Context: an optimization exercise on an open-source flow, tuned for small area. The choices shown serve that exercise and are no tape-out recipe. The RTL was checked by simulation tests, not by an equivalence proof against the original design. Power and IR drop assume default switching activity.

==> flow/design.v <==
package cpu_pkg;
    localparam int DATA_W    = 16;
    localparam int NUM_REGS  = 8;
    localparam int REG_IDX_W = $clog2(NUM_REGS);
    localparam int ENC_W     = 24;      
    localparam logic [6:0] op_mov = 7'd1;
    localparam logic [6:0] op_ldd = 7'd2;
    localparam logic [6:0] op_ldo = 7'd3;
    localparam logic [6:0] op_ldi = 7'd4;
    localparam logic [6:0] op_std = 7'd5;
    localparam logic [6:0] op_sto = 7'd6;
    localparam logic [6:0] op_add = 7'd7;
    localparam logic [6:0] op_adi = 7'd8;
    localparam logic [6:0] op_adc = 7'd9;
    localparam logic [6:0] op_sub = 7'd10;
    localparam logic [6:0] op_suc = 7'd11;
    localparam logic [6:0] op_cmp = 7'd12;
    localparam logic [6:0] op_cmi = 7'd13;
    localparam logic [6:0] op_jmp = 7'd14;
    localparam logic [2:0] jc_always = 3'd0;
    localparam logic [2:0] jc_carry  = 3'd1;
    localparam logic [2:0] jc_eq     = 3'd2;
    localparam logic [2:0] jc_lt     = 3'd3;
    localparam logic [2:0] jc_le     = 3'd4;
    localparam logic [2:0] jc_ovf    = 3'd5;
    function automatic logic [ENC_W-1:0] encode(input logic [31:0] w);
        logic [15:0] imm;
        logic [2:0]  so, fo, tg;
        logic [3:0]  cond;
        logic [2:0]  src;
        logic        inv;
        imm  = w[31:16];
        so   = w[15:13];
        fo   = w[12:10];
        tg   = w[9:7];
        cond = w[10:7];
        src  = jc_always;
        inv  = 1'b0;
        case (cond)
            4'd1:       begin src = jc_carry; inv = 1'b0; end
            4'd2:       begin src = jc_eq;    inv = 1'b0; end
            4'd3:       begin src = jc_lt;    inv = 1'b0; end
            4'd4:       begin src = jc_le;    inv = 1'b1; end
            4'd5:       begin src = jc_le;    inv = 1'b0; end
            4'd6:       begin src = jc_lt;    inv = 1'b1; end
            4'd7:       begin src = jc_eq;    inv = 1'b1; end
            4'd8, 4'd9: begin src = jc_ovf;   inv = 1'b0; end
            default:    begin src = jc_always; inv = 1'b0; end
        endcase
        case (w[6:0])
            op_ldo:  encode = {2'b00, tg, fo, imm};
            op_sto:  encode = {2'b01, fo, so, imm};
            op_adi:  encode = {2'b10, tg, fo, imm};
            op_ldd:  encode = {2'b11, 3'b000, tg, imm};
            op_ldi:  encode = {2'b11, 3'b001, tg, imm};
            op_std:  encode = {2'b11, 3'b010, fo, imm};
            op_cmi:  encode = {2'b11, 3'b011, fo, imm};
            op_add:  encode = {2'b11, 3'b100, fo, 7'd0, 3'b100, so, tg};
            op_adc:  encode = {2'b11, 3'b100, fo, 7'd0, 3'b110, so, tg};
            op_sub:  encode = {2'b11, 3'b100, fo, 7'd0, 3'b101, so, tg};
            op_suc:  encode = {2'b11, 3'b100, fo, 7'd0, 3'b111, so, tg};
            op_cmp:  encode = {2'b11, 3'b100, fo, 7'd0, 3'b001, so, tg};
            op_mov:  encode = {2'b11, 3'b101, 3'd0, 10'd0, fo, tg};
            op_jmp:  encode = {2'b11, 3'b110, 3'd0, 6'd0, inv, src, imm[5:0]};
            default: encode = {2'b11, 3'b111, 19'd0};
        endcase
    endfunction
endpackage
module instr_decoder (
    input  logic                      run,
    input  logic [cpu_pkg::ENC_W-1:0] w,
    input  logic [3:0]                flags,      
    output logic [2:0]                x_sel,
    output logic [2:0]                y_sel,
    output logic [2:0]                w_sel,
    output logic                      use_x,
    output logic                      use_imm,
    output logic                      sub,
    output logic                      use_carry,
    output logic                      reg_we,
    output logic                      flag_we,
    output logic                      load,
    output logic                      mem_read,
    output logic                      mem_write,
    output logic                      jump
);
    logic c3, single, rest;
    logic is_ldo, is_sto, is_adi, is_ldd, is_ldi, is_std, is_cmi, is_alu, is_mov, is_jmp;
    logic cond;
    assign c3     = w[23] & w[22];
    assign single = c3 & ~w[21];
    assign rest   = c3 & w[21];
    assign is_ldo = ~w[23] & ~w[22];
    assign is_sto = ~w[23] & w[22];
    assign is_adi = w[23] & ~w[22];
    assign is_ldd = single & (w[20:19] == 2'd0);
    assign is_ldi = single & (w[20:19] == 2'd1);
    assign is_std = single & (w[20:19] == 2'd2);
    assign is_cmi = single & (w[20:19] == 2'd3);
    assign is_alu = rest & (w[20:19] == 2'd0);
    assign is_mov = rest & (w[20:19] == 2'd1);
    assign is_jmp = rest & (w[20:19] == 2'd2);
    assign x_sel     = w[18:16];
    assign y_sel     = ~c3 ? w[21:19] : (w[21] ? w[5:3] : w[18:16]);
    assign w_sel     = ~c3 ? w[21:19] : (w[21] ? w[2:0] : w[18:16]);
    assign use_x     = ~(is_ldd | is_ldi | is_std | is_mov);
    assign use_imm   = ~rest;
    assign sub       = is_cmi | (is_alu & w[6]);
    assign use_carry = is_alu & w[7];
    assign load      = is_ldo | is_ldd;
    always_comb begin
        case (w[8:6])
            cpu_pkg::jc_carry: cond = flags[1];
            cpu_pkg::jc_eq:    cond = flags[0];
            cpu_pkg::jc_lt:    cond = flags[2];
            cpu_pkg::jc_le:    cond = flags[2] | flags[0];
            cpu_pkg::jc_ovf:   cond = flags[3];
            default:           cond = 1'b1;
        endcase
    end
    assign reg_we    = run & (is_ldo | is_adi | is_ldd | is_ldi | is_mov | (is_alu & w[8]));
    assign flag_we   = run & (is_adi | is_cmi | is_alu);
    assign mem_read  = run & load;
    assign mem_write = run & (is_sto | is_std);
    assign jump      = run & is_jmp & (cond ^ w[9]);
endmodule
module fetch_unit #(
    parameter  int PROG_DEPTH = 64,
    localparam int PC_W       = $clog2(PROG_DEPTH)
) (
    input  logic                     clk,
    input  logic                     run,
    input  logic                     prog_we,
    input  logic [PC_W-1:0]          prog_addr,
    input  logic [31:0]              prog_wdata,
    input  logic [PC_W-1:0]          pc,
    output logic [cpu_pkg::ENC_W-1:0] word
);
    logic [cpu_pkg::ENC_W-1:0] enc;
    logic [PROG_DEPTH-1:0]     sel;        
    logic [PROG_DEPTH-1:0]     row_set;    
    logic [PROG_DEPTH-1:0]     row_keep;   
    logic [7:0]                rd_lo, rd_hi, wr_lo, wr_hi;
    assign enc = cpu_pkg::encode(prog_wdata);
    always_comb begin
        for (int i = 0; i < 8; i++) begin
            rd_lo[i] = (pc[2:0] == 3'(i));
            rd_hi[i] = (pc[5:3] == 3'(i));
            wr_lo[i] = prog_we & ~run & (prog_addr[2:0] == 3'(i));
            wr_hi[i] = (prog_addr[5:3] == 3'(i));
        end
    end
    for (genvar i = 0; i < PROG_DEPTH; i++) begin : g_row
        logic [cpu_pkg::ENC_W-1:0] q, d;
        and2_drv  u_rd  (.a(rd_lo[i % 8]), .b(rd_hi[i / 8]), .y(sel[i]));
        and2_drv  u_set (.a(wr_lo[i % 8]), .b(wr_hi[i / 8]), .y(row_set[i]));
        nand2_drv u_kp  (.a(wr_lo[i % 8]), .b(wr_hi[i / 8]), .y(row_keep[i]));
        for (genvar b = 0; b < cpu_pkg::ENC_W; b++) begin : g_b
            hold_next u_h (.q(q[b]), .keep(row_keep[i]), .set(row_set[i]), .d(enc[b]), .y(d[b]));
        end
        always_ff @(posedge clk) begin
            q <= d;
        end
    end
    for (genvar b = 0; b < cpu_pkg::ENC_W; b++) begin : g_bit
        logic [PROG_DEPTH-1:0] col;
        for (genvar i = 0; i < PROG_DEPTH; i++) begin : g_w
            assign col[i] = g_row[i].q[b];
        end
        onehot_mux64 u_mux (.sel(sel), .d(col), .y(word[b]));
    end
endmodule
module onehot_mux64 (
    input  logic [63:0] sel,
    input  logic [63:0] d,
    output logic        y
);
    logic [21:0] n;
    for (genvar g = 0; g < 21; g++) begin : g_aoi3
        aoi222 u (.a0(d[3*g]), .s0(sel[3*g]), .a1(d[3*g+1]), .s1(sel[3*g+1]),
                  .a2(d[3*g+2]), .s2(sel[3*g+2]), .y(n[g]));
    end
    assign n[21] = ~(d[63] & sel[63]);
    assign y = ~&n;
endmodule
module aoi222 (
    input  logic a0, s0, a1, s1, a2, s2,
    output logic y
);
    assign y = ~((a0 & s0) | (a1 & s1) | (a2 & s2));
endmodule
module onehot_mux8 (
    input  logic [7:0] sel,
    input  logic [7:0] d,
    output logic       y
);
    logic [2:0] n;
    aoi222 u0 (.a0(d[0]), .s0(sel[0]), .a1(d[1]), .s1(sel[1]), .a2(d[2]), .s2(sel[2]), .y(n[0]));
    aoi222 u1 (.a0(d[3]), .s0(sel[3]), .a1(d[4]), .s1(sel[4]), .a2(d[5]), .s2(sel[5]), .y(n[1]));
    assign n[2] = ~((d[6] & sel[6]) | (d[7] & sel[7]));
    assign y = ~&n;
endmodule
module and2_drv (
    input  logic a,
    input  logic b,
    output logic y
);
    assign y = a & b;
endmodule
module nand2_drv (
    input  logic a,
    input  logic b,
    output logic y
);
    assign y = ~(a & b);
endmodule
module hold_next (
    input  logic q,
    input  logic keep,
    input  logic set,
    input  logic d,
    output logic y
);
    assign y = (q & keep) | (set & d);
endmodule
module reg_file (
    input  logic                          clk,
    input  logic                          rst_n,
    input  logic [cpu_pkg::REG_IDX_W-1:0] x_sel,
    input  logic                          x_en,      
    input  logic [cpu_pkg::REG_IDX_W-1:0] y_sel,
    input  logic [cpu_pkg::REG_IDX_W-1:0] w_sel,
    input  logic                          we,
    input  logic [cpu_pkg::DATA_W-1:0]    wdata,
    output logic [cpu_pkg::DATA_W-1:0]    x_data,
    output logic [cpu_pkg::DATA_W-1:0]    y_data
);
    logic [cpu_pkg::NUM_REGS-1:0] valid;
    logic [cpu_pkg::NUM_REGS-1:0] xs, ys;
    logic [cpu_pkg::NUM_REGS-1:0] wsel;
    always_ff @(posedge clk or negedge rst_n) begin
        if (!rst_n) begin
            valid <= '0;
        end else if (we) begin
            valid[w_sel] <= 1'b1;
        end
    end
    for (genvar i = 0; i < cpu_pkg::NUM_REGS; i++) begin : g_reg
        logic [cpu_pkg::DATA_W-1:0] q, d;
        assign wsel[i] = we & (w_sel == 3'(i));
        for (genvar b = 0; b < cpu_pkg::DATA_W; b++) begin : g_b
            hold_next u_h (.q(q[b]), .keep(~wsel[i]), .set(wsel[i]), .d(wdata[b]), .y(d[b]));
        end
        always_ff @(posedge clk) begin
            q <= d;
        end
    end
    always_comb begin
        for (int i = 0; i < cpu_pkg::NUM_REGS; i++) begin
            xs[i] = x_en & valid[i] & (x_sel == 3'(i));
            ys[i] = valid[i] & (y_sel == 3'(i));
        end
    end
    for (genvar b = 0; b < cpu_pkg::DATA_W; b++) begin : g_bit
        logic [cpu_pkg::NUM_REGS-1:0] col;
        for (genvar i = 0; i < cpu_pkg::NUM_REGS; i++) begin : g_r
            assign col[i] = g_reg[i].q[b];
        end
        onehot_mux8 u_x (.sel(xs), .d(col), .y(x_data[b]));
        onehot_mux8 u_y (.sel(ys), .d(col), .y(y_data[b]));
    end
endmodule
module alu (
    input  logic                       clk,
    input  logic                       rst_n,
    input  logic [cpu_pkg::DATA_W-1:0] a,
    input  logic [cpu_pkg::DATA_W-1:0] b,
    input  logic                       sub,
    input  logic                       use_carry,
    input  logic                       flag_we,
    output logic [cpu_pkg::DATA_W-1:0] result,
    output logic [3:0]                 flags      
);
    localparam int MSB = cpu_pkg::DATA_W - 1;
    logic [cpu_pkg::DATA_W-1:0] bx;
    logic [4:0]                 bc;       
    logic                       ovf;
    assign bx    = b ^ {cpu_pkg::DATA_W{sub}};
    assign bc[0] = sub ^ (use_carry & flags[1]);
    rca4 u_b0 (.a(a[3:0]), .b(bx[3:0]), .ci(bc[0]), .s(result[3:0]), .co(bc[1]));
    for (genvar k = 1; k < 4; k++) begin : g_blk
        logic [3:0] s0, s1;
        logic       c0, c1;
        rca4 u_0 (.a(a[4*k+3:4*k]), .b(bx[4*k+3:4*k]), .ci(1'b0), .s(s0), .co(c0));
        rca4 u_1 (.a(a[4*k+3:4*k]), .b(bx[4*k+3:4*k]), .ci(1'b1), .s(s1), .co(c1));
        assign result[4*k+3:4*k] = bc[k] ? s1 : s0;
        assign bc[k+1]           = bc[k] ? c1 : c0;
    end
    assign ovf = (a[MSB] == bx[MSB]) && (result[MSB] != a[MSB]);
    always_ff @(posedge clk or negedge rst_n) begin
        if (!rst_n) begin
            flags <= '0;
        end else if (flag_we) begin
            flags <= {ovf, result[MSB] ^ ovf, bc[4] ^ sub, result == '0};
        end
    end
endmodule
module rca4 (
    input  logic [3:0] a,
    input  logic [3:0] b,
    input  logic       ci,
    output logic [3:0] s,
    output logic       co
);
    logic [4:0] c;
    assign c[0] = ci;
    for (genvar i = 0; i < 4; i++) begin : g_fa
        full_adder u_fa (.a(a[i]), .b(b[i]), .ci(c[i]), .s(s[i]), .co(c[i+1]));
    end
    assign co = c[4];
endmodule
module full_adder (
    input  logic a,
    input  logic b,
    input  logic ci,
    output logic s,
    output logic co
);
    assign s  = a ^ b ^ ci;
    assign co = (a & b) | (a & ci) | (b & ci);
endmodule
module cpu_core (
    input  logic        clk,
    input  logic        rst_n,
    input  logic        run,
    input  logic        prog_we,
    input  logic [5:0]  prog_addr,
    input  logic [31:0] prog_wdata,
    input  logic [15:0] mem_rdata,
    output logic        mem_write,
    output logic        mem_read,
    output logic [15:0] mem_addr,
    output logic [15:0] mem_wdata,
    output logic [5:0]  pc
);
    logic [cpu_pkg::ENC_W-1:0] w;
    logic [3:0]  flags;
    logic [2:0]  x_sel, y_sel, w_sel;
    logic        use_x, use_imm, sub, use_carry, reg_we, flag_we, load, jump;
    logic [15:0] x_data, y_data, a, b, result;
    fetch_unit #(.PROG_DEPTH(64)) u_fetch (
        .clk        (clk),
        .run        (run),
        .prog_we    (prog_we),
        .prog_addr  (prog_addr),
        .prog_wdata (prog_wdata),
        .pc         (pc),
        .word       (w)
    );
    instr_decoder u_dec (
        .run       (run),
        .w         (w),
        .flags     (flags),
        .x_sel     (x_sel),
        .y_sel     (y_sel),
        .w_sel     (w_sel),
        .use_x     (use_x),
        .use_imm   (use_imm),
        .sub       (sub),
        .use_carry (use_carry),
        .reg_we    (reg_we),
        .flag_we   (flag_we),
        .load      (load),
        .mem_read  (mem_read),
        .mem_write (mem_write),
        .jump      (jump)
    );
    reg_file u_regs (
        .clk    (clk),
        .rst_n  (rst_n),
        .x_sel  (x_sel),
        .x_en   (use_x),
        .y_sel  (y_sel),
        .w_sel  (w_sel),
        .we     (reg_we),
        .wdata  (load ? mem_rdata : result),
        .x_data (x_data),
        .y_data (y_data)
    );
    assign a = x_data;
    assign b = use_imm ? w[15:0] : y_data;
    alu u_alu (
        .clk       (clk),
        .rst_n     (rst_n),
        .a         (a),
        .b         (b),
        .sub       (sub),
        .use_carry (use_carry),
        .flag_we   (flag_we),
        .result    (result),
        .flags     (flags)
    );
    assign mem_addr  = result;
    assign mem_wdata = y_data;
    always_ff @(posedge clk or negedge rst_n) begin
        if (!rst_n) begin
            pc <= '0;
        end else if (jump) begin
            pc <= w[5:0];
        end else if (run) begin
            pc <= pc + 1'b1;
        end
    end
endmodule
module cpu_top (
    input  logic        clk,
    input  logic        rst_n,
    input  logic        run,
    input  logic        prog_we,
    input  logic [5:0]  prog_addr,
    input  logic [31:0] prog_wdata,
    input  logic [15:0] mem_rdata,
    output logic        mem_write,
    output logic        mem_read,
    output logic [15:0] mem_addr,
    output logic [15:0] mem_wdata,
    output logic [5:0]  pc
);
    cpu_core u_core (
        .clk        (clk),
        .rst_n      (rst_n),
        .run        (run),
        .prog_we    (prog_we),
        .prog_addr  (prog_addr),
        .prog_wdata (prog_wdata),
        .mem_rdata  (mem_rdata),
        .mem_write  (mem_write),
        .mem_read   (mem_read),
        .mem_addr   (mem_addr),
        .mem_wdata  (mem_wdata),
        .pc         (pc)
    );
endmodule
==> flow/flow/run.sh <==
#!/bin/bash
set -euo pipefail
export CTS_ARGS="-sink_clustering_enable -repair_clock_nets -dont_use_dummy_load -sink_clustering_size 30 -sink_clustering_max_diameter 60"
export BUFFER_PORTS_ARGS="-buffer_cell sky130_fd_sc_hd__buf_2"
bash standard.sh > standard.log 2>&1
==> flow/standard.sh <==
#!/bin/bash
# synth_recipe.tcl (not shown) runs the flow's synth.tcl, then flattens the netlist and writes it again
# the make line also repeats each setting of config.mk as NAME=value (left out here)
make -C /OpenROAD-flow-scripts/flow DESIGN_CONFIG=/design/flow/config.mk WORK_HOME=/design/flow/orfs CLKGATE_MAP_FILE= SYNTH_SCRIPT=/design/flow/synth_recipe.tcl "${@:-finish}"
==> flow/config.mk <==
export PLATFORM = sky130hd
export DESIGN_NAME = cpu_top
export DESIGN_NICKNAME = cpu_top
export VERILOG_FILES = /design/flow/design.v
export SDC_FILE = /design/flow/constraint.sdc
export NUM_CORES = 4
export LEC_CHECK = 0
export CAP_MARGIN = 20
export CORE_MARGIN = 2
export CORE_UTILIZATION = 45
export CTS_CLUSTER_DIAMETER = 60
export CTS_CLUSTER_SIZE = 30
export PLACE_DENSITY = 0.6
export SLEW_MARGIN = 20
export SYNTH_HIERARCHICAL = 1
==> flow/constraint.sdc <==
create_clock -name core_clock -period 12.0 [get_ports {clk}]
set_input_delay 2.4000 -clock core_clock [delete_from_list [all_inputs] [get_ports {clk}]]
set_output_delay 2.4000 -clock core_clock [all_outputs]
set_load 0.01 [all_outputs]
==> key figures, run 1 <==
Run status
  – Run status: timing/DRC/antenna clean

Global route
  – Global routing usage summed across all routing layers: 0.315
  – Global-route wire length before repair: 328000 µm
  – Aggregate global routing overflow: 0
  – Number of antenna violations at the first check in global routing: 1
  – Maximum number of pins on one net before global-route repair: 66
  – Via count of the first global-routing pass: 46400

Clock network
  – Number of sinks on the clock net: 1682
  – H-tree level count: 3
  – Hold-fix buffer count after cts: 0
  – Clock Tree Root: sky130_fd_sc_hd__clkbuf_16
  – Clock latency on the worst-skew pair: 780 ps
  – Number of buffers on the longest clock path: 3
  – Number of buffers created by CTS: about 120
  – TritonCTS clock tree: built
  – Clock slew at the register clock pins of the worst setup and hold paths: approximately 60 ps

Cells and area
  – Area added between synthesis and finish: 11.7%
  – Final cell utilization of the core: 0.505
  – Count of non-filler cells in the finished layout: 6948
  – Final nets: 5273
  – Storage element area: about 34000 µm²
  – Number of filler cells placed in the layout: 11800
  – Multi-input gate area in the final layout: about 27000 µm²
  – Fraction of layout cells with a size suffix above 1: 0.0929

Setup path
  – Worst-path fanout max: 16
  – Type of the worst setup path: flip-flop to output pin
  – Critical register-to-register path startpoint: u_core.pc[1]
  – Arrival time worst endpoint: 9420 ps
  – Worst R2R Path Depth: 26
  – Startpoint kind of the worst setup timing path: flip-flop
  – Flop-to-flop setup slack: 2700 ps
  – Worst reg2reg endpoint: u_core.u_regs.g_reg[1].q[12]
  – Worst setup EP type: output pin
  – Data required, critical path: approximately 9600 ps

Synthesis
  – Share of the synthesized area in the top cell type: 0.554
  – Predominant post-synthesis flop cell: sky130_fd_sc_hd__dfxtp_1
  – Mean cell area of the mapped netlist: between 10 and 15 µm²
  – Synthesized cell area: 60200 µm²
  – Seq cells post-synth: 1682
  – Yosys top cell by area: sky130_fd_sc_hd__dfxtp_1
  – Register area share after synthesis: 0.561
  – Number of instances in the synthesized netlist: between 4000 and 5000
  – Share of synthesized registers carrying an async set or reset: 0.0107
  – Number of synthesized flops with an enable pin: 0
  – Synthesis Warnings: 11
  – Biggest area contributors in the synthesized netlist: sky130_fd_sc_hd__dfxtp_1 55%, sky130_fd_sc_hd__a22o_1 24%, sky130_fd_sc_hd__a222oi_1 9.4%, sky130_fd_sc_hd__and2_1 1.4%, sky130_fd_sc_hd__nand4_1 1.0%
  – Cell variety after synth: 69

STA
  – Fin worst setup slack: 182 ps
  – Setup skew after layout: 99.6 ps
  – Count of final hold-check violations: 0
  – Setup violations, final: 0
  – Max-slew violation count: 0
  – Slew of the pin with the lowest slew margin: ~1200 ps
  – Minimum clock period after layout: 11820 ps
  – Max transition margin: 0.190
  – Setup repair after global routing missed its margin: no
  – Summed negative setup slack over all endpoints: 0 ps
  – Highest attainable clock frequency: 0.0846 GHz
  – Crit share post-route: 0.985

Pwr
  – Leakage power: 0.0254 µW
  – Portion of total power attributed to the clock network: 0.281
  – Maximum vdd drop: 135 µV
  – Switching component of the power: 4130 µW
  – Pwr/cell area: roughly 190 nW/µm²
  – Logic gate share of total power: 0.229
  – Internal power: 8770 µW
  – Sequential cell fraction of total power: 0.490
  – Share of total power consumed by net switching: 0.320

Placement
  – Final GP Congestion: ~0.92
  – # placed instances: 6822
  – Worst slack at placement: between 700 and 800 ps
  – Placed wire-length estimate after detailed placement: 145000 µm
  – Quantity of I/O buffers inserted on ports: 97

Worst hold path
  – Worst Hold End: u_core.u_fetch.g_row[63].q[23]
  – Worst Hold Class: flip-flop to flip-flop
  – Hold path start: u_core.u_fetch.g_row[63].q[23]
  – Cell depth of the worst hold path: 1

Floorplanning
  – Height of the die: 370 µm
  – Area enclosed by the die boundary: ~140000 µm²
  – Std-Cell Core Area: 133000 µm²
  – Number of placement rows: 134
  – Initial standard-cell utilization of the core: 0.452
  – Die extent in x: 370 µm
  – I/O Pins: just under 100

Routing
  – Number of search-and-repair iterations in the first detailed-routing pass: 12
  – Ratio of routed vias to standard cells: 7.24
  – Average wire per cell in the routed design: roughly 32 µm
  – Count of vias placed by the detailed router: just over 50000
  – DRC errors left: 0
  – Routed wire length: 226000 µm
  – Antenna Violating Nets Remaining: 0
  – Violation count after the first detailed-routing iteration: 8445

Job
  – Max_cap viols: 0
## through the flow
step | area [µm²] | hold slack [ps] | total power, µW
floorplan | 60200 | 434 | 7980
global placement | 64000 | 465 | 9250
detailed placement | 64100 | 457 | 9260
CTS | 67100 | 473 | 12800
global route | 67200 | 495 | 13300
finish | 67200 | 484 | 12900
## power groups by stage
stage | sequential (µW) | clock [µW] | combinational (µW)
2_1_floorplan | 6320 | 0 | 1650
3_3_place_gp | 6420 | 0 | 2830
3_5_place_dp | 6420 | 0 | 2840
4_1_cts | 6300 | 3680 | 2850
5_1_grt | 6360 | 3880 | 3070
6_report | 6320 | 3630 | 2950
## worst max path at each step
| stage | slack [ps] | from | cells after the start | to |
|---|---|---|---|---|
| floorplan | 2170 | u_core.pc[2] | 23 | mem_addr[12] |
| global placement | 740 | u_core.pc[0] | 26 | mem_addr[12] |
| detailed placement | 760 | u_core.pc[0] | 25 | mem_addr[14] |
| CTS | 40 | u_core.pc[0] | 25 | mem_addr[14] |
| global route | 8 | u_core.pc[1] | 25 | mem_addr[13] |
| finish | 180 | u_core.pc[1] | 25 | mem_addr[14] |
## metal layers
| metal | track usage | share of wire |
|---|---|---|
| met1 | 0.462 | 0.44 |
| met5 | 0 | 0.000049 |
| met2 | 0.458 | 0.43 |
| met4 | 0.109 | 0.034 |
| met3 | 0.0607 | 0.10 |
## sequential cells by signal (all words and copies together), names as in the netlist
| signal | cells |
|---|---|
| u_core.u_alu.flags | 4 |
| u_core.pc | 6 |
| u_core.u_fetch.g_row.q | 1536 |
| u_core.u_regs.valid | 8 |
| u_core.u_regs.g.q | 128 |
## area by class of cell
class                   instances  area share
flip-flops and latches       1682       0.502
repair buffers                241      0.0242
clock buffers                 119      0.0443
diodes                          3    0.000112
well taps                    1768      0.0329
multi-input cells            3117       0.395
inverters                      18     0.00101
## cell usage in the layout (no fill, tap or decap), types with 26 or more instances in the layout
cell                        instances
sky130_fd_sc_hd__nand2_1          156
sky130_fd_sc_hd__a22oi_1           33
sky130_fd_sc_hd__buf_4            138
sky130_fd_sc_hd__a21oi_1           27
sky130_fd_sc_hd__buf_2             97
sky130_fd_sc_hd__dfxtp_1         1664
sky130_fd_sc_hd__a222oi_1         568
sky130_fd_sc_hd__and2_1           122
sky130_fd_sc_hd__fa_1              28
sky130_fd_sc_hd__mux2_2            46
sky130_fd_sc_hd__nor2_1            26
sky130_fd_sc_hd__nor4_1            29
sky130_fd_sc_hd__nand4_1           97
sky130_fd_sc_hd__a22o_1          1665
sky130_fd_sc_hd__clkbuf_16        119
sky130_fd_sc_hd__nand3_1           66
## Yosys stat by module, one instance, submodules excluded, a selection
module	copies in the design	area (µm²)	cells inside	flip-flops and latches
onehot_mux8	32	12.5	2	0
cpu_core	1	687	68	6
reg_file	1	3190	198	136
aoi222	568	10.0	1	0
and2_drv	128	6.26	1	0
onehot_mux64	24	51.3	9	0
alu	1	692	84	4
nand2_drv	64	3.75	1	0
hold_next	1664	8.76	1	0
full_adder	28	20.0	1	0
instr_decoder	1	330	60	0
## Yosys cell counts, drive strengths merged (29+ instances only)
| master | number |
|---|---|
| mux2 | 46 |
| nand4 | 98 |
| nor2 | 29 |
| and2 | 141 |
| a222oi | 568 |
| a21oi | 29 |
| nor4 | 31 |
| dfxtp | 1664 |
| a22o | 1669 |
| nand3 | 66 |
| nand2 | 160 |
| a22oi | 33 |
## kinds of logic (layout without fill, tap and decap cells)
logic type / Yosys count / count (layout) / share of synthesized area
xor gates and xnor gates: 23 / 23 / 0.00335
DFF: 1682 / 1682 / 0.561
buffers and inverters: 43 / 378 / 0.00360
other: 2 / 9 / 0.000125
AOI/OAI and AO/OA: 2383 / 2383 / 0.355
and+or+nand+nor: 615 / 615 / 0.0561
muxes: 54 / 54 / 0.0101
adders and majority gates: 36 / 36 / 0.0110
## what timing repair did
item / in CTS / in global routing
pin swaps: 0 / 1
resized for setup: 3 / 3
endpoints found under the setup margin: 3 / 8
setup buffers: 0 / 0
## worst max-delay path, stage by stage (launching register included)
cell and delay [ps]:
sky130_fd_sc_hd__dfrtp_1 580, sky130_fd_sc_hd__nor3_1 240, sky130_fd_sc_hd__buf_4 210, sky130_fd_sc_hd__and2_1 330, sky130_fd_sc_hd__buf_4 280, sky130_fd_sc_hd__a222oi_1 590, sky130_fd_sc_hd__nand4_1 380, sky130_fd_sc_hd__nor4_2 470
sky130_fd_sc_hd__nand2_1 270, sky130_fd_sc_hd__and2_4 240, sky130_fd_sc_hd__nand2_1 80, sky130_fd_sc_hd__nor2_1 60, sky130_fd_sc_hd__nor2_2 350, sky130_fd_sc_hd__and4b_1 460, sky130_fd_sc_hd__a222oi_1 410, sky130_fd_sc_hd__nand3_1 180
sky130_fd_sc_hd__mux2_2 310, sky130_fd_sc_hd__xor2_1 160, sky130_fd_sc_hd__fa_1 420, sky130_fd_sc_hd__fa_1 390, sky130_fd_sc_hd__fa_1 400, sky130_fd_sc_hd__fa_1 580, sky130_fd_sc_hd__mux2i_4 300, sky130_fd_sc_hd__mux2i_2 400
sky130_fd_sc_hd__mux2_2 390, sky130_fd_sc_hd__buf_2 150
==> run 2, diff against run 1 <==
==> flow/flow/run.sh (replaced) <==
#!/bin/bash
set -euo pipefail
export CTS_ARGS="-sink_clustering_enable -repair_clock_nets -dont_use_dummy_load -sink_clustering_size 20 -sink_clustering_max_diameter 50 -root_buf sky130_fd_sc_hd__clkbuf_16 -buf_list sky130_fd_sc_hd__clkbuf_8 -sink_clustering_buffer sky130_fd_sc_hd__clkbuf_8"
export BUFFER_PORTS_ARGS="-buffer_cell sky130_fd_sc_hd__buf_1"
bash standard.sh > standard.log 2>&1
==> run 2 against run 1 <==
  * Maximum frequency increased by 2.0%
  * Combinational power decreased by 1%
  * Cell count increased by 0.46%
  * Sequential power about the same
  * Sequential cell count unchanged
  * Routed wire length increased by 0.29%
  * Clock power decreased by 19%
  * Setup slack improved by 230 ps
==> key figures, run 2 <==
Setup path
  – Data required, critical path: 9600 ps
  – Startpoint kind of the worst setup timing path: flip-flop
  – Count of buffering cells on the critical path with inverters included: 3
  – Slowest cell on crit path: sky130_fd_sc_hd__nor4_1
  – Flop-to-flop setup slack: slightly below 3000 ps
  – Chain of cells forming the critical path: and3b_1, and2_1, buf_4, a222oi_1, nand4_1, nor4_1, nand2_1, nand2_1, a21oi_2, nor4bb_4, buf_4, a222oi_1, nand3_1, mux2_2, xor2_1, fa_1, fa_1, fa_1, fa_1, nand2b_1, a21boi_0, or2_2, buf_1
  – Critical path's largest stage delay: 980 ps
  – Type of the worst setup path: flip-flop to output pin
  – Worst setup EP type: output pin
  – Worst-path fanout max: 23
  – Arrival time worst endpoint: around 9200 ps
  – Delay-heaviest family, CP: simple AND/OR/NAND/NOR gates
  – Dominant cell type by count on the critical path: sky130_fd_sc_hd__fa_1

Synthesis
  – Yosys top cell by area: sky130_fd_sc_hd__dfxtp_1
  – Post-synthesis compound-gate area fraction: 0.355
  – Predominant post-synthesis flop cell: sky130_fd_sc_hd__dfxtp_1
  – Simple-gate area share of the yosys netlist: 0.0561
  – Number of instances in the synthesized netlist: 4838
  – Share of cell area taken by muxes after synthesis: 0.0101
  – Number of synthesized flops with an enable pin: 0
  – Adder and majority gate portion of the synthesized area: 0.0110
  – Share of synthesized registers carrying an async set or reset: 0.0107
  – Mean cell area of the mapped netlist: between 10 and 15 µm²
  – Biggest area contributors in the synthesized netlist: sky130_fd_sc_hd__dfxtp_1 55%, sky130_fd_sc_hd__a22o_1 24%, sky130_fd_sc_hd__a222oi_1 9.4%, sky130_fd_sc_hd__and2_1 1.4%, sky130_fd_sc_hd__nand4_1 1.0%
  – Share of the synthesized area in the top cell type: 0.554
  – Synthesized cell area: 60200 µm²
  – Seq cells post-synth: 1682
  – Top-count cell post-synth: sky130_fd_sc_hd__a22o_1
  – Synthesis Warnings: 11
  – Top cells by count, synth: 1669 x sky130_fd_sc_hd__a22o_1, 1664 x sky130_fd_sc_hd__dfxtp_1, 568 x sky130_fd_sc_hd__a222oi_1
  – Cell variety after synth: between 60 and 70
  – Register area share after synthesis: 0.561
  – Fraction of synthesized cell area in xor and xnor cells: 0.00335
  – Largest family of logic cells by synthesized area: compound AO/OA/AOI/OAI gates

Floorplanning
  – Initial standard-cell utilization of the core: 0.452
  – I/O Pins: 98
  – Die extent in x: 370 µm
  – Area enclosed by the die boundary: 137000 µm²
  – Height of the die: 370 µm
  – Number of placement rows: 134
  – Std-Cell Core Area: 133000 µm²

Pwr
  – Overall power after layout: 12200 µW
  – Maximum vdd drop: 138 µV
  – Leakage power: 0.0247 µW
  – Pwr/cell area: 184 nW/µm²

Clock network
  – Clock latency on the worst-skew pair: 780 ps
  – Clock slew at the register clock pins of the worst setup and hold paths: around 50 ps
  – Hold-fix buffer count after cts: 0
  – H-tree level count: 4
  – Number of buffers created by CTS: roughly 150
  – Number of sinks on the clock net: 1682
  – Number of buffers on the longest clock path: 3
  – TritonCTS clock tree: built
  – Clock Tree Root: sky130_fd_sc_hd__clkbuf_16

Worst hold path
  – Worst Hold Class: flip-flop to flip-flop

Cells and area
  – Count of non-filler cells in the finished layout: 6980
  – Final nets: 5304
  – Fraction of layout cells with a size suffix above 1: 0.0799
  – Final instance area: 66200 µm²
  – Leading registers by flop count: u_core.u_fetch.g_row.q x1536, u_core.u_regs.g.q x128, u_core.u_regs.valid x8
  – Area added between synthesis and finish: 9.92%
  – Most frequent standard cell in the layout excluding fill and tap cells: sky130_fd_sc_hd__a22o_1
  – Commonest non-fill, non-tap cells in the layout: 1665 x sky130_fd_sc_hd__a22o_1, 1664 x sky130_fd_sc_hd__dfxtp_1, 568 x sky130_fd_sc_hd__a222oi_1, 154 x sky130_fd_sc_hd__nand2_1, 146 x sky130_fd_sc_hd__clkbuf_8
  – Final cell utilization of the core: 0.497
  – Largest register FFs: between 1500 and 2000
  – Reg with most FFs: u_core.u_fetch.g_row.q

STA
  – Summed negative setup slack over all endpoints: 0 ps
  – Highest attainable clock frequency: 0.0863 GHz
  – Crit share post-route: 0.966
  – Slew of the pin with the lowest slew margin: 1250 ps
  – Max-slew violation count: 0
  – Setup repair after global routing missed its margin: no
  – Setup skew after layout: 88.9 ps
  – Max transition margin: 0.170
  – Count of final hold-check violations: 0
  – Setup violations, final: 0
  – Minimum clock period after layout: 11590 ps

Placement
  – Placed Instance Area: 64000 µm²
  – # placed instances: between 6000 and 7000
  – Final GP Congestion: around 0.95
  – Quantity of I/O buffers inserted on ports: 97
  – Placed wire-length estimate after detailed placement: 142000 µm

Global route
  – Via count of the first global-routing pass: 46900
  – Global routing usage summed across all routing layers: 0.317
  – Global-route wire length before repair: 330000 µm
  – Maximum number of pins on one net before global-route repair: 66
  – Aggregate global routing overflow: 0
  – Number of antenna violations at the first check in global routing: 3

Routing
  – Ratio of routed vias to standard cells: 7.22
  – Violation count after the first detailed-routing iteration: ~8600
  – DRC errors left: 0
  – Routed wire length: 226000 µm
  – Antenna Violating Nets Remaining: 0
  – Average wire per cell in the routed design: between 30 and 40 µm
  – Count of vias placed by the detailed router: 50400
  – Number of search-and-repair iterations in the first detailed-routing pass: 13

Run status
  – Run status: timing/DRC/antenna clean

Job
  – Max_cap viols: 0
==> run 2: cell count changes in the layout (fill, tap and decap cells not counted), moves of 6 or more <==
cell and delta:
sky130_fd_sc_hd__and2_1 +6, sky130_fd_sc_hd__buf_2 -97, sky130_fd_sc_hd__clkbuf_16 -118, sky130_fd_sc_hd__buf_1 +97, sky130_fd_sc_hd__clkbuf_8 +146, sky130_fd_sc_hd__and2_2 -6
==> run 2: per-module statistics from Yosys, one instance, submodules excluded, excerpt <==
| module | area [µm²] | flip-flops and latches | copies in the design | cells |
|---|---|---|---|---|
| reg_file | 3190 | 136 | 1 | 198 |
| full_adder | 20.0 | 0 | 28 | 1 |
| hold_next | 8.76 | 0 | 1664 | 1 |
| aoi222 | 10.0 | 0 | 568 | 1 |
| onehot_mux64 | 51.3 | 0 | 24 | 9 |
| alu | 692 | 4 | 1 | 84 |
| cpu_core | 687 | 6 | 1 | 68 |
| and2_drv | 6.26 | 0 | 128 | 1 |
| nand2_drv | 3.75 | 0 | 64 | 1 |
==> run 2: kinds of logic after synthesis <==
family          after synthesis
fa+ha+maj                    36
mux                          54
simple gates                615
buf+inv                      43
xor+xnor                     23
compound gates             2383
flops                      1682
other cells                   2
==> run 2: report_power, final <==
| group | internal, µW | switching [µW] | total (µW) |
|---|---|---|---|
| clock | 1100 | 1820 | 2930 |
| combinational | 1000 | 1910 | 2910 |
| sequential | 5990 | 328 | 6320 |
==> run 2: final cells by class <==
class                           count  area [µm²]
Fill cell                       11900       67000
Sequential cell                  1682       33800
Multi-Input combinational cell   3117       26600
Tap cell                         1768        2210
Clock buffer                      147        2030
Timing Repair Buffer              244        1490
Inverter                           18        67.6
Antenna cell                        4        10.0
==> run 2: metrics by stage <==
| stage | worst slack, ps | hold WS, ps |
|---|---|---|
| final | 413 | 479 |
| after global routing | 59.5 | 488 |
| after CTS | 2.43 | 481 |
| after detailed placement | 641 | 470 |
| after global placement | 847 | 465 |
| after floorplan | 2170 | 434 |
==> run 2: final timing paths <==
check | startpoint | to | cells after the start
min | u_core.u_regs.valid[5] | u_core.u_regs.valid[5] | 1
max in group asynchronous | rst_n | u_core.pc[2] | 2
max reg2reg | u_core.pc[2] | u_core.u_regs.g_reg[6].q[13] | 23
min reg2reg | u_core.u_regs.valid[5] | u_core.u_regs.valid[5] | 1
min in group asynchronous | rst_n | u_core.u_alu.flags[0] | 2
max | u_core.pc[2] | mem_addr[15] | 23
==> run 2: metal layers <==
layer / vias to the layer above / track usage / routed length [µm]
met4: 2 / 0.116 / 8310
met3: 453 / 0.0752 / 23000
met5: - / 0 / 10
met1: 25400 / 0.458 / 99100
li1: 21700 / - / -
met2: 2885 / 0.457 / 95800
==> run 2: repair_timing <==
item | in CTS | in global routing
gates resized for setup | 1 | 8
setup endpoints to repair | 3 | 4
buffers inserted | 2 | 0
pin swaps | 1 | 0
==> run 2: worst register-to-register path, delay by kind of cell (launching register included) <==
family / cells / cell delay [ps]
XOR/XNOR: 1 / 160
flip-flops: 1 / 560
adder cells (fa/ha/maj): 4 / 1800
multiplexers: 5 / 1970
buffers and inverters: 1 / 230
AO/OA/AOI/OAI: 4 / 1260
AND/OR/NAND/NOR: 8 / 2930
==> run 3, diff against run 2 <==
==> flow/flow/run.sh (replaced) <==
#!/bin/bash
set -euo pipefail
export CTS_ARGS="-sink_clustering_enable -repair_clock_nets -dont_use_dummy_load -sink_clustering_size 16 -sink_clustering_max_diameter 45 -root_buf sky130_fd_sc_hd__clkbuf_16 -buf_list sky130_fd_sc_hd__clkbuf_8 -sink_clustering_buffer sky130_fd_sc_hd__clkbuf_8"
export BUFFER_PORTS_ARGS="-buffer_cell sky130_fd_sc_hd__buf_1"
bash standard.sh > standard.log 2>&1
==> run 3 against run 2 <==
  * Still clean on timing, DRC and antenna
  * Utilization is 0.18 points higher
  * Global-route usage is 0.094 points higher
  * Sequential cell count unchanged
  * Hold slack improved by 6.4 ps
  * Critical endpoint is now mem_addr[14]
==> key figures, run 3 <==
Run status
  – Run status: timing/DRC/antenna clean

Setup path
  – Data required, critical path: 9600 ps
  – Type of the worst setup path: flip-flop to output pin
  – Startpoint kind of the worst setup timing path: flip-flop
  – Worst-path fanout max: 16
  – Arrival time worst endpoint: around 9400 ps
  – Worst setup EP type: output pin

Synthesis
  – Share of the synthesized area in the top cell type: 0.554
  – Synthesis Warnings: 11
  – Register area share after synthesis: 0.561
  – Biggest area contributors in the synthesized netlist: sky130_fd_sc_hd__dfxtp_1 55%, sky130_fd_sc_hd__a22o_1 24%, sky130_fd_sc_hd__a222oi_1 9.4%, sky130_fd_sc_hd__and2_1 1.4%, sky130_fd_sc_hd__nand4_1 1.0%
  – Predominant post-synthesis flop cell: sky130_fd_sc_hd__dfxtp_1
  – Seq cells post-synth: 1682
  – Yosys top cell by area: sky130_fd_sc_hd__dfxtp_1
  – Cell variety after synth: 69
  – Top-count cell post-synth: sky130_fd_sc_hd__a22o_1
  – Synthesized cell area: 60200 µm²
  – Number of instances in the synthesized netlist: 4838
  – Top cells by count, synth: 1669 x sky130_fd_sc_hd__a22o_1, 1664 x sky130_fd_sc_hd__dfxtp_1, 568 x sky130_fd_sc_hd__a222oi_1
  – Share of synthesized registers carrying an async set or reset: 0.0107
  – Number of synthesized flops with an enable pin: 0
  – Mean cell area of the mapped netlist: 12.4 µm²

STA
  – Count of final hold-check violations: 0
  – Max-slew violation count: 0
  – Slew of the pin with the lowest slew margin: 1250 ps
  – Highest attainable clock frequency: between 0.08 and 0.09 GHz
  – Hold slack: 485 ps
  – Setup skew after layout: 82.2 ps
  – Crit share post-route: 0.981
  – Summed negative setup slack over all endpoints: 0 ps
  – Minimum clock period after layout: 11770 ps
  – Setup violations, final: 0
  – Max transition margin: 0.163
  – Setup repair after global routing missed its margin: no

Routing
  – Antenna Violating Nets Remaining: 0
  – Routed wire length: approximately 230000 µm
  – Number of search-and-repair iterations in the first detailed-routing pass: 14
  – Violation count after the first detailed-routing iteration: approximately 8600
  – DRC errors left: 0
  – Count of vias placed by the detailed router: a little over 50000
  – Average wire per cell in the routed design: 32.4 µm
  – Ratio of routed vias to standard cells: 7.23

Clock network
  – Clock Tree Root: sky130_fd_sc_hd__clkbuf_16
  – Clock slew at the register clock pins of the worst setup and hold paths: 70 ps
  – Number of buffers on the longest clock path: 3
  – H-tree level count: 4
  – TritonCTS clock tree: built
  – Number of sinks on the clock net: 1682
  – Number of buffers created by CTS: 165
  – Clock latency on the worst-skew pair: 820 ps
  – Hold-fix buffer count after cts: 0

Global route
  – Number of antenna violations at the first check in global routing: 2
  – Global-route wire length before repair: 330000 µm
  – Maximum number of pins on one net before global-route repair: 66
  – Aggregate global routing overflow: 0
  – Via count of the first global-routing pass: about 47000
  – Global routing usage summed across all routing layers: 0.318

Floorplanning
  – Initial standard-cell utilization of the core: 0.452
  – Std-Cell Core Area: around 130000 µm²
  – Number of placement rows: 134
  – Area enclosed by the die boundary: 137000 µm²
  – I/O Pins: 98
  – Height of the die: 370 µm
  – Die extent in x: 370 µm

Cells and area
  – Fraction of layout cells with a size suffix above 1: 0.0827
  – Storage element area: approximately 34000 µm²
  – Reg with most FFs: u_core.u_fetch.g_row.q
  – Final nets: between 5000 and 6000
  – Multi-input gate area in the final layout: 26600 µm²
  – Final instance area: around 66000 µm²
  – Leading registers by flop count: u_core.u_fetch.g_row.q x1536, u_core.u_regs.g.q x128, u_core.u_regs.valid x8
  – Area added between synthesis and finish: 10.3%
  – Commonest non-fill, non-tap cells in the layout: 1665 x sky130_fd_sc_hd__a22o_1, 1664 x sky130_fd_sc_hd__dfxtp_1, 568 x sky130_fd_sc_hd__a222oi_1, 164 x sky130_fd_sc_hd__clkbuf_8, 154 x sky130_fd_sc_hd__nand2_1
  – Largest register FFs: 1536
  – Number of filler cells placed in the layout: 11900
  – Final cell utilization of the core: 0.499
  – Most frequent standard cell in the layout excluding fill and tap cells: sky130_fd_sc_hd__a22o_1
  – Count of non-filler cells in the finished layout: 6998

Pwr
  – Logic gate share of total power: 0.237
  – Pwr/cell area: 186 nW/µm²
  – Internal power: 8220 µW
  – Sequential cell fraction of total power: 0.512
  – Maximum vdd drop: 139 µV
  – Portion of total power attributed to the clock network: 0.251
  – Leakage power: around 0.025 µW
  – Share of total power consumed by net switching: 0.333
  – Switching component of the power: ~4000 µW

Placement
  – Placed wire-length estimate after detailed placement: around 140000 µm
  – Quantity of I/O buffers inserted on ports: 97
  – # placed instances: 6823
  – Placed Instance Area: 64000 µm²
  – Final GP Congestion: between 0.9 and 1

Job
  – Max_cap viols: 0

Worst hold path
  – Worst Hold Class: flip-flop to flip-flop
[run 3: cell counts after synthesis]
Identical to the previous run, type by type.
[run 3: path summary, 6_finish.rpt]
check                                               from                             to  slack (ps)  cells past startpoint
max reg2reg                                 u_core.pc[4]   u_core.u_regs.g_reg[6].q[14]        2770                     25
min                        u_core.u_fetch.g_row[3].q[11]  u_core.u_fetch.g_row[3].q[11]         490                      1
min in group asynchronous                          rst_n                   u_core.pc[0]        1620                      2
max                                         u_core.pc[4]                   mem_addr[14]         230                     24
min reg2reg                u_core.u_fetch.g_row[3].q[11]  u_core.u_fetch.g_row[3].q[11]         490                      1
max in group asynchronous                          rst_n                   u_core.pc[3]       10110                      2
[run 3: power groups by stage]
stage / Combinational (µW) / Sequential [µW] / Clock, µW
2_1_floorplan: 1650 / 6320 / 0
3_3_place_gp: 2770 / 6420 / 0
3_5_place_dp: 2790 / 6420 / 0
4_1_cts: 2810 / 6300 / 3140
5_1_grt: 3040 / 6360 / 3350
6_report: 2920 / 6320 / 3100
[run 3: cells by family after synthesis]
logic type                 share of synthesized area
DFF                                            0.561
muxes                                         0.0101
adders and majority gates                     0.0110
buffers and inverters                        0.00360
and+or+nand+nor                               0.0561
xor gates and xnor gates                     0.00335
AOI/OAI and AO/OA                              0.355
other                                       0.000125
[run 3: Yosys stat by module, one instance, submodules excluded, excerpt]
module	flip-flops and latches	times used
and2_drv	0	128
nand2_drv	0	64
aoi222	0	568
hold_next	0	1664
reg_file	136	1
onehot_mux8	0	32
cpu_core	6	1
alu	4	1
full_adder	0	28
[run 3: cell type report]
type,instances,area share
inverters,18,0.00102
multi-input cells,3117,0.400
clock buffers,165,0.0344
diodes,4,0.000151
flip-flops and latches,1682,0.509
repair buffers,244,0.0226
well taps,1768,0.0333
[run 3: critical path, stage by stage, from the launching register on]
cell and delay [ps]:
sky130_fd_sc_hd__dfrtp_1 570, sky130_fd_sc_hd__nor3b_1 1040, sky130_fd_sc_hd__and2_1 850, sky130_fd_sc_hd__buf_4 350
sky130_fd_sc_hd__a222oi_1 100, sky130_fd_sc_hd__nand4_1 280, sky130_fd_sc_hd__a211oi_1 110, sky130_fd_sc_hd__nand2_1 330
sky130_fd_sc_hd__nor2_1 120, sky130_fd_sc_hd__a21oi_1 190, sky130_fd_sc_hd__buf_4 200, sky130_fd_sc_hd__nor4b_2 60
sky130_fd_sc_hd__buf_4 220, sky130_fd_sc_hd__a222oi_1 360, sky130_fd_sc_hd__nand3_1 180, sky130_fd_sc_hd__mux2_2 300
sky130_fd_sc_hd__xor2_1 160, sky130_fd_sc_hd__fa_1 430, sky130_fd_sc_hd__fa_1 390, sky130_fd_sc_hd__fa_1 390
sky130_fd_sc_hd__fa_1 580, sky130_fd_sc_hd__mux2i_4 470, sky130_fd_sc_hd__mux2i_2 400, sky130_fd_sc_hd__mux2_2 390
sky130_fd_sc_hd__buf_1 130
[run 3: timing repair]
item | 4_1_cts | 5_1_grt
resized for setup | 3 | 4
endpoints found under the setup margin | 3 | 4
pin swaps | 1 | 0
setup buffers | 2 | 0
hold endpoints to repair | 0 | 0
[run 3: layer usage]
layer  vias to the layer above  routed length, µm  GRT usage
met4                         2               8350      0.119
met1                     25500              99300      0.462
met5                         -                 10          0
met2                      2909              96300      0.458
li1                      21700                  -          -
met3                       439              22600     0.0694
[run 3: per-stage QoR]
| stage | total power, µW | setup slack [ps] |
|---|---|---|
| 2_1_floorplan | 7980 | 2170 |
| 3_3_place_gp | 9190 | 847 |
| 3_5_place_dp | 9220 | 641 |
| 4_1_cts | 12200 | 84.6 |
| 5_1_grt | 12700 | 22.4 |
| 6_report | 12300 | 228 |
==> run 4, diff against run 3 <==
==> flow/flow/run.sh (replaced) <==
#!/bin/bash
set -euo pipefail
export CTS_ARGS="-sink_clustering_enable -repair_clock_nets -dont_use_dummy_load -sink_clustering_size 10 -sink_clustering_max_diameter 35 -root_buf sky130_fd_sc_hd__clkbuf_16 -buf_list sky130_fd_sc_hd__clkbuf_8 -sink_clustering_buffer sky130_fd_sc_hd__clkbuf_4"
export BUFFER_PORTS_ARGS="-buffer_cell sky130_fd_sc_hd__buf_1"
bash standard.sh > standard.log 2>&1
--- a/flow/config.mk
+++ b/flow/config.mk
@@ -9,6 +9,4 @@
 export CORE_MARGIN = 2
-export CORE_UTILIZATION = 45
-export CTS_CLUSTER_DIAMETER = 60
-export CTS_CLUSTER_SIZE = 30
-export PLACE_DENSITY = 0.6
+export CORE_UTILIZATION = 55
+export PLACE_DENSITY = 0.7
 export SLEW_MARGIN = 20
==> run 4 against run 3 <==
  * Still clean
  * Critical endpoint is now mem_addr[12]
  * Sequential share of layout area up 0.62 points
  * Synthesized cell count is the same
  * Hold slack worse by 3.4 ps
  * Clock-buffer cell count grew 70
  * Clock power shrank 9.7%
  * Register-to-register slack worse by 50 ps
==> key figures, run 4 <==
Floorplanning
  – Die extent in x: 335 µm
  – Initial standard-cell utilization of the core: 0.554
  – Std-Cell Core Area: around 110000 µm²
  – Height of the die: 335 µm
  – Number of placement rows: ~120
  – Area enclosed by the die boundary: 112000 µm²
  – I/O Pins: 98

Routing
  – Number of search-and-repair iterations in the first detailed-routing pass: 15
  – Violation count after the first detailed-routing iteration: 9224
  – Routed wire length: 218000 µm
  – Ratio of routed vias to standard cells: 7.64
  – Antenna Violating Nets Remaining: 0
  – DRC errors left: 0
  – Average wire per cell in the routed design: 32.5 µm
  – Count of vias placed by the detailed router: between 50000 and 60000

Synthesis
  – Synthesized cell area: between 60000 and 70000 µm²
  – Register area share after synthesis: 0.561
  – Mean cell area of the mapped netlist: 12.4 µm²
  – Share of cell area taken by muxes after synthesis: 0.0101
  – Cell variety after synth: ~70
  – Fraction of synthesized cell area in xor and xnor cells: 0.00335
  – Top cells by count, synth: 1669 x sky130_fd_sc_hd__a22o_1, 1664 x sky130_fd_sc_hd__dfxtp_1, 568 x sky130_fd_sc_hd__a222oi_1
  – Seq cells post-synth: 1682
  – Share of synthesized registers carrying an async set or reset: 0.0107
  – Simple-gate area share of the yosys netlist: 0.0561
  – Post-synthesis compound-gate area fraction: 0.355
  – Synthesis Warnings: 11
  – Number of synthesized flops with an enable pin: 0
  – Share of the synthesized area in the top cell type: 0.554
  – Top-count cell post-synth: sky130_fd_sc_hd__a22o_1
  – Number of instances in the synthesized netlist: 4838
  – Largest family of logic cells by synthesized area: compound AO/OA/AOI/OAI gates
  – Adder and majority gate portion of the synthesized area: 0.0110
  – Yosys top cell by area: sky130_fd_sc_hd__dfxtp_1
  – Predominant post-synthesis flop cell: sky130_fd_sc_hd__dfxtp_1
  – Biggest area contributors in the synthesized netlist: sky130_fd_sc_hd__dfxtp_1 55%, sky130_fd_sc_hd__a22o_1 24%, sky130_fd_sc_hd__a222oi_1 9.4%, sky130_fd_sc_hd__and2_1 1.4%, sky130_fd_sc_hd__nand4_1 1.0%

Global route
  – Aggregate global routing overflow: 0
  – Most utilized layer in the global route result: met2
  – Global routing usage summed across all routing layers: 0.374
  – Met1 usage: 0.518
  – Number of antenna violations at the first check in global routing: 3
  – GR met2 Demand/Resource: 0.532
  – Via count of the first global-routing pass: roughly 48000
  – Global-route wire length before repair: about 320000 µm
  – Maximum number of pins on one net before global-route repair: 66
  – Met3 track utilization from global routing: 0.109

Worst hold path
  – Worst Hold Class: flip-flop to flip-flop

Clock network
  – TritonCTS clock tree: built
  – Clock latency on the worst-skew pair: 760 ps
  – Hold-fix buffer count after cts: 0
  – Number of buffers on the longest clock path: 3
  – Number of buffers created by CTS: around 240
  – H-tree level count: 4
  – Clock slew at the register clock pins of the worst setup and hold paths: approximately 80 ps
  – Number of sinks on the clock net: 1682
  – Clock Tree Root: sky130_fd_sc_hd__clkbuf_16

Cells and area
  – Leading registers by flop count: u_core.u_fetch.g_row.q x1536, u_core.u_regs.g.q x128, u_core.u_regs.valid x8
  – Final nets: roughly 5400
  – Reg with most FFs: u_core.u_fetch.g_row.q
  – Fraction of layout cells with a size suffix above 1: 0.0957
  – Largest register FFs: 1536
  – Commonest non-fill, non-tap cells in the layout: 1665 x sky130_fd_sc_hd__a22o_1, 1664 x sky130_fd_sc_hd__dfxtp_1, 568 x sky130_fd_sc_hd__a222oi_1, 219 x sky130_fd_sc_hd__clkbuf_4, 154 x sky130_fd_sc_hd__nand2_1
  – Area added between synthesis and finish: 8.99%
  – Final cell utilization of the core: 0.603
  – Most frequent standard cell in the layout excluding fill and tap cells: sky130_fd_sc_hd__a22o_1

STA
  – Slew of the pin with the lowest slew margin: 1210 ps
  – Setup violations, final: 0
  – Highest attainable clock frequency: 0.0846 GHz
  – Summed negative setup slack over all endpoints: 0 ps
  – Max transition margin: 0.192
  – Minimum clock period after layout: 11810 ps
  – Setup skew after layout: roughly 90 ps
  – Max-slew violation count: 0
  – Crit share post-route: 0.985
  – Count of final hold-check violations: 0
  – Setup repair after global routing missed its margin: no

Pwr
  – Leakage power: 0.0248 µW
  – Maximum vdd drop: 171 µV
  – Pwr/cell area: between 150 and 200 nW/µm²

Run status
  – Run status: timing/DRC/antenna clean

Placement
  – Placed wire-length estimate after detailed placement: 135000 µm
  – Final GP Congestion: 0.996
  – Quantity of I/O buffers inserted on ports: 97

Setup path
  – Critical path's largest stage delay: 710 ps
  – Startpoint kind of the worst setup timing path: flip-flop
  – Worst setup EP type: output pin
  – Arrival time worst endpoint: 9410 ps
  – Worst-path fanout max: 16
  – Data required, critical path: 9600 ps
  – Type of the worst setup path: flip-flop to output pin
  – Count of buffering cells on the critical path with inverters included: 2
  – Delay-heaviest family, CP: simple AND/OR/NAND/NOR gates
  – Dominant cell type by count on the critical path: sky130_fd_sc_hd__fa_1
  – Slowest cell on crit path: sky130_fd_sc_hd__nor4_1
  – Chain of cells forming the critical path: and3b_1, and2_1, a222oi_1, nand4_1, nor4_1, nand2_1, nand2_1, a21oi_1, a21oi_2, nor3_2, buf_4, a222oi_1, nand3_1, mux2_2, xor2_1, fa_1, fa_1, fa_1, fa_1, mux2i_4, mux2i_1, mux2_2, buf_1

Job
  – Max_cap viols: 0
run 4: cell counts after synthesis:
No cell type changed its count.
run 4: stage by stage:
step / instances / power, µW / instance area (µm²) / hold WS (ps) / setup WS [ps]
global placement: 6474 / 9130 / 63500 / 465 / 773
global route: 6720 / 12400 / 65600 / 495 / 21.2
detailed placement: 6475 / 9170 / 63600 / 470 / 664
finish: 6722 / 12000 / 65600 / 482 / 186
CTS: 6713 / 11900 / 65500 / 485 / 97.0
floorplan: 4842 / 7980 / 60200 / 434 / 2170
run 4: power by group:
part           internal, µW  total, µW  switching, µW  leakage (µW)
sequential             5990       6310            319        0.0137
clock                   973       2800           1830       0.00113
combinational          1000       2900           1900        0.0100
run 4: final timing paths:
path | from | to | slack (ps) | cells past startpoint
min in group asynchronous | rst_n | u_core.pc[1] | 1610 | 2
worst max-delay path | u_core.pc[0] | mem_addr[12] | 190 | 23
max in group asynchronous | rst_n | u_core.pc[5] | 10080 | 2
worst min register to register | u_core.u_fetch.g_row[63].q[10] | u_core.u_fetch.g_row[63].q[10] | 480 | 1
worst min-delay path | u_core.u_fetch.g_row[63].q[10] | u_core.u_fetch.g_row[63].q[10] | 480 | 1
worst max register to register | u_core.pc[0] | u_core.u_regs.g_reg[5].q[13] | 2720 | 24
run 4: cells by family after synthesis:
family	after synthesis
xor+xnor	23
compound gates	2383
simple gates	615
other cells	2
fa+ha+maj	36
mux	54
flops	1682
buf+inv	43
run 4: Yosys stat by module (local to each module, per instance), excerpt:
module         flops+latches  copies in the design  area (µm²)  cells
nand2_drv                  0                    64        3.75      1
reg_file                 136                     1        3190    198
and2_drv                   0                   128        6.26      1
onehot_mux64               0                    24        51.3      9
hold_next                  0                  1664        8.76      1
full_adder                 0                    28        20.0      1
alu                        4                     1         692     84
instr_decoder              0                     1         330     60
onehot_mux8                0                    32        12.5      2
aoi222                     0                   568        10.0      1
run 4: repair_timing:
item,4_1_cts,5_1_grt
pin swaps,1,1
cloned,0,0
gates resized for setup,0,6
setup endpoints to repair,3,4
setup buffers,3,3
run 4: worst register-to-register path, cell delays in order, from the launching register on:
cell and delay (ps):
sky130_fd_sc_hd__dfrtp_1 600, sky130_fd_sc_hd__and3b_1 510, sky130_fd_sc_hd__and2_1 360, sky130_fd_sc_hd__a222oi_1 520, sky130_fd_sc_hd__nand4_1 370, sky130_fd_sc_hd__nor4_1 710
sky130_fd_sc_hd__nand2_1 360, sky130_fd_sc_hd__nand2_1 300, sky130_fd_sc_hd__a21oi_1 120, sky130_fd_sc_hd__a21oi_2 390, sky130_fd_sc_hd__nor3_2 100, sky130_fd_sc_hd__buf_4 230
sky130_fd_sc_hd__a222oi_1 340, sky130_fd_sc_hd__nand3_1 170, sky130_fd_sc_hd__mux2_2 300, sky130_fd_sc_hd__xor2_1 160, sky130_fd_sc_hd__fa_1 420, sky130_fd_sc_hd__fa_1 400
sky130_fd_sc_hd__fa_1 400, sky130_fd_sc_hd__fa_1 580, sky130_fd_sc_hd__mux2i_4 350, sky130_fd_sc_hd__mux2i_1 450, sky130_fd_sc_hd__mux2_2 400, sky130_fd_sc_hd__mux2_2 390
sky130_fd_sc_hd__a22o_1 230
run 4: final cells by class:
class / instances / area [µm²]
fillers: 8922 / 43100
inverters: 18 / 67.6
repair buffers: 254 / 1560
well taps: 1414 / 1770
multi-input cells: 3117 / 26500
flip-flops and latches: 1682 / 33800
diodes: 2 / 5.00
clock buffers: 235 / 1880
run 4: layer usage:
metal / vias up / routed length, µm
li1: 21900 / -
met1: 25500 / 89200
met2: 3341 / 91800
met3: 530 / 26300
met4: 4 / 11100
met5: - / 23
==> run 5, diff against run 4 <==
--- a/flow/config.mk
+++ b/flow/config.mk
@@ -9,4 +9,4 @@
 export CORE_MARGIN = 2
-export CORE_UTILIZATION = 55
-export PLACE_DENSITY = 0.7
+export CORE_UTILIZATION = 68
+export PLACE_DENSITY = 0.85
 export SLEW_MARGIN = 20
==> run 5 against run 4 <==
  * Clock power decreased by 5%
  * Clock skew increased by 14 ps
  * Clock-buffer cell count decreased by 25
  * Cell count decreased by 4.7%
  * Sequential cell count unchanged
  * Setup slack improved by 11 ps
  * Sequential power about the same
  * Synthesized cell count unchanged
  * Die area decreased by 19%
  * Non-clock buffer count decreased by 46
  * Hold slack improved by 2.1 ps
  * Largest cell class unchanged
  * Routed wire length decreased by 3.0%
==> key figures, run 5 <==
Run status
  – Run status: timing/DRC/antenna clean

Synthesis
  – Seq cells post-synth: 1682
  – Share of cell area taken by muxes after synthesis: 0.0101
  – Post-synthesis compound-gate area fraction: 0.355
  – Synthesized cell area: around 60000 µm²
  – Number of synthesized flops with an enable pin: 0
  – Top cells by count, synth: 1669 x sky130_fd_sc_hd__a22o_1, 1664 x sky130_fd_sc_hd__dfxtp_1, 568 x sky130_fd_sc_hd__a222oi_1
  – Synthesis Warnings: 11
  – Largest family of logic cells by synthesized area: compound AO/OA/AOI/OAI gates
  – Simple-gate area share of the yosys netlist: 0.0561
  – Cell variety after synth: 69
  – Number of instances in the synthesized netlist: between 4000 and 5000
  – Share of synthesized registers carrying an async set or reset: 0.0107
  – Predominant post-synthesis flop cell: sky130_fd_sc_hd__dfxtp_1
  – Fraction of synthesized cell area in xor and xnor cells: 0.00335
  – Adder and majority gate portion of the synthesized area: 0.0110

Clock network
  – H-tree level count: 4
  – Clock latency on the worst-skew pair: 780 ps
  – Hold-fix buffer count after cts: 0
  – TritonCTS clock tree: built
  – Number of buffers on the longest clock path: 3
  – Clock Tree Root: sky130_fd_sc_hd__clkbuf_16
  – Number of buffers created by CTS: 210

Global route
  – Global routing usage summed across all routing layers: 0.449
  – Via count of the first global-routing pass: 48500
  – Aggregate global routing overflow: 0
  – Maximum number of pins on one net before global-route repair: 66

Setup path
  – Worst-path fanout max: 24
  – Flop-to-flop setup slack: 2720 ps
  – Worst setup EP type: output pin
  – Arrival time worst endpoint: ~9400 ps
  – Type of the worst setup path: flip-flop to output pin
  – Critical register-to-register path startpoint: u_core.pc[2]
  – Startpoint kind of the worst setup timing path: flip-flop

STA
  – Max-slew violation count: 0
  – Crit share post-route: 0.984
  – Summed negative setup slack over all endpoints: 0 ps
  – Setup skew after layout: 103 ps
  – Count of final hold-check violations: 0
  – Highest attainable clock frequency: 0.0847 GHz
  – Hold slack: 484 ps
  – Minimum clock period after layout: 11800 ps
  – Setup violations, final: 0
  – Slew of the pin with the lowest slew margin: 1200 ps

Floorplanning
  – Initial standard-cell utilization of the core: 0.683
  – Area enclosed by the die boundary: approximately 91000 µm²
  – Number of placement rows: 109
  – Std-Cell Core Area: 88100 µm²
  – Die extent in x: 301 µm

Pwr
  – Overall power after layout: 11800 µW
  – Maximum vdd drop: 165 µV

Routing
  – Count of vias placed by the detailed router: 52200
  – Violation count after the first detailed-routing iteration: approximately 11000
  – DRC errors left: 0
  – Routed wire length: 212000 µm
  – Number of search-and-repair iterations in the first detailed-routing pass: 14
  – Ratio of routed vias to standard cells: 8.15
  – Antenna Violating Nets Remaining: 0

Cells and area
  – Leading registers by flop count: u_core.u_fetch.g_row.q x1536, u_core.u_regs.g.q x128, u_core.u_regs.valid x8
  – Final cell utilization of the core: 0.735
  – Most frequent standard cell in the layout excluding fill and tap cells: sky130_fd_sc_hd__a22o_1
  – Final nets: 5331
  – Largest register FFs: approximately 1500
  – Reg with most FFs: u_core.u_fetch.g_row.q
  – Fraction of layout cells with a size suffix above 1: 0.0854
  – Commonest non-fill, non-tap cells in the layout: 1665 x sky130_fd_sc_hd__a22o_1, 1664 x sky130_fd_sc_hd__dfxtp_1, 568 x sky130_fd_sc_hd__a222oi_1, 193 x sky130_fd_sc_hd__clkbuf_4, 157 x sky130_fd_sc_hd__nand2_1

Placement
  – Quantity of I/O buffers inserted on ports: 97
  – Placed wire-length estimate after detailed placement: 131000 µm

Job
  – Max_cap viols: 0

Worst hold path
  – Hold path start: u_core.u_fetch.g_row[49].q[14]
  – Worst Hold End: u_core.u_fetch.g_row[49].q[14]
==> run 5: modules after synthesis (local to each module, per instance), excerpt <==
| module | flip-flops and latches | cell area (µm²) |
|---|---|---|
| reg_file | 136 | 3190 |
| alu | 4 | 692 |
| cpu_core | 6 | 687 |
| instr_decoder | 0 | 330 |
| onehot_mux64 | 0 | 51.3 |
| full_adder | 0 | 20.0 |
| onehot_mux8 | 0 | 12.5 |
| aoi222 | 0 | 10.0 |
| hold_next | 0 | 8.76 |
| and2_drv | 0 | 6.26 |
| nand2_drv | 0 | 3.75 |
==> run 5: per-layer routing <==
metal,track usage,vias to the layer above,share of wire
li1,-,21800,-
met1,0.612,25400,0.38
met2,0.633,4263,0.42
met3,0.132,691,0.14
met4,0.260,6,0.062
met5,0.00847,-,0.00072
==> run 5: repair_timing <==
| action | in CTS | in global routing |
|---|---|---|
| setup endpoints to repair | 3 | 12 |
| buffers inserted | 0 | 0 |
| resized for setup | 1 | 20 |
==> run 5: critical path, cell delays in order, from the launching register on <==
cell                       delay, ps
sky130_fd_sc_hd__dfrtp_1         530
sky130_fd_sc_hd__nor3b_1         210
sky130_fd_sc_hd__buf_4           210
sky130_fd_sc_hd__and2_1          470
sky130_fd_sc_hd__a222oi_1        630
sky130_fd_sc_hd__nand4_1         350
sky130_fd_sc_hd__nor4_1          990
sky130_fd_sc_hd__nand2_1         240
sky130_fd_sc_hd__nand2_1         160
sky130_fd_sc_hd__a21oi_2         140
sky130_fd_sc_hd__and4b_2         400
sky130_fd_sc_hd__a222oi_1        380
sky130_fd_sc_hd__nand3_1         170
sky130_fd_sc_hd__mux2_2          300
sky130_fd_sc_hd__xor2_1          160
sky130_fd_sc_hd__fa_1            450
sky130_fd_sc_hd__fa_1            410
sky130_fd_sc_hd__fa_1            390
sky130_fd_sc_hd__fa_1            570
sky130_fd_sc_hd__mux2i_4         210
sky130_fd_sc_hd__buf_4           230
sky130_fd_sc_hd__mux2i_1         430
sky130_fd_sc_hd__mux2_2          410
sky130_fd_sc_hd__buf_1           130
==> run 5: through the flow <==
step                      cell area [µm²]  worst slack [ps]  std cells
final                               64800               197       6403
after global routing                64800             -28.8       6401
after CTS                           64700              18.0       6398
after detailed placement            63000               866       6188
after global placement              62900               963       6188
after floorplan                     60200              2170       4842
==> run 5: worst max path at each step <==
| stage | from | endpoint | slack, ps | depth (start not counted) |
|---|---|---|---|---|
| detailed placement | u_core.pc[2] | mem_addr[12] | 870 | 24 |
| global placement | u_core.pc[0] | mem_addr[12] | 960 | 24 |
| CTS | u_core.pc[2] | mem_addr[12] | 20 | 24 |
| global route | u_core.pc[2] | mem_addr[12] | -30 | 24 |
| finish | u_core.pc[2] | mem_addr[12] | 200 | 23 |
| floorplan | u_core.pc[2] | mem_addr[12] | 2170 | 23 |
==> run 5: power breakdown <==
part | switching (µW) | internal [µW] | leakage (µW) | total [µW]
registers | 337 | 5990 | 0.0137 | 6330
logic | 1840 | 990 | 0.00978 | 2830
clock network | 1780 | 880 | 0.00102 | 2660
total | 3960 | 7860 | 0.0245 | 11800
==> run 5: final cells by class <==
cell class | instances | area (µm²)
Multi-Input combinational cell | 3117 | 26600
Clock buffer | 210 | 1690
Inverter | 18 | 67.6
Sequential cell | 1682 | 33800
Tap cell | 1165 | 1460
Fill cell | 6278 | 23300
Timing Repair Buffer | 208 | 1200
Antenna cell | 3 | 7.51
==> run 5: logic make-up (layout without fill, tap and decap cells) <==
group / count (synthesis) / count (layout)
adder cells (fa/ha/maj): 36 / 36
buffers and inverters: 43 / 436
flip-flops: 1682 / 1682
AND/OR/NAND/NOR: 615 / 615
AO/OA/AOI/OAI: 2383 / 2383
XOR/XNOR: 23 / 23
multiplexers: 54 / 54
other: 2 / 9

what the ideal ports hide:
How much do the figures lean on ideal ports? The routed layouts below were timed once more, with nothing changed but the port constraints. Step 1: set_driving_cell puts a clkbuf_16 on clk and a buf_2 on each other input, an assumption about the parent block. Step 2 times the ports against the registers' clock, not the clock port: input delays grow and output delays shrink by t, the midpoint of the rising clock arrivals with the driver on. Slacks: ideal / step 1 / step 2; pairs: ideal / step 1.
run	t (ns)	slack for setup (ns)	worst slew at a driven data input, ns	cell pins on the clock port's net
run 1	0.814	0.182 / 0.094 / 0.908	0.04	1
run 2	0.820	0.413 / 0.331 / 1.151	0.04	1
run 3	0.849	0.228 / 0.148 / 0.997	0.04	1
run 4	0.799	0.186 / 0.110 / 0.910	0.09	1
run 5	0.806	0.197 / 0.126 / 0.932	0.05	1
After both steps every run listed still meets setup and hold.
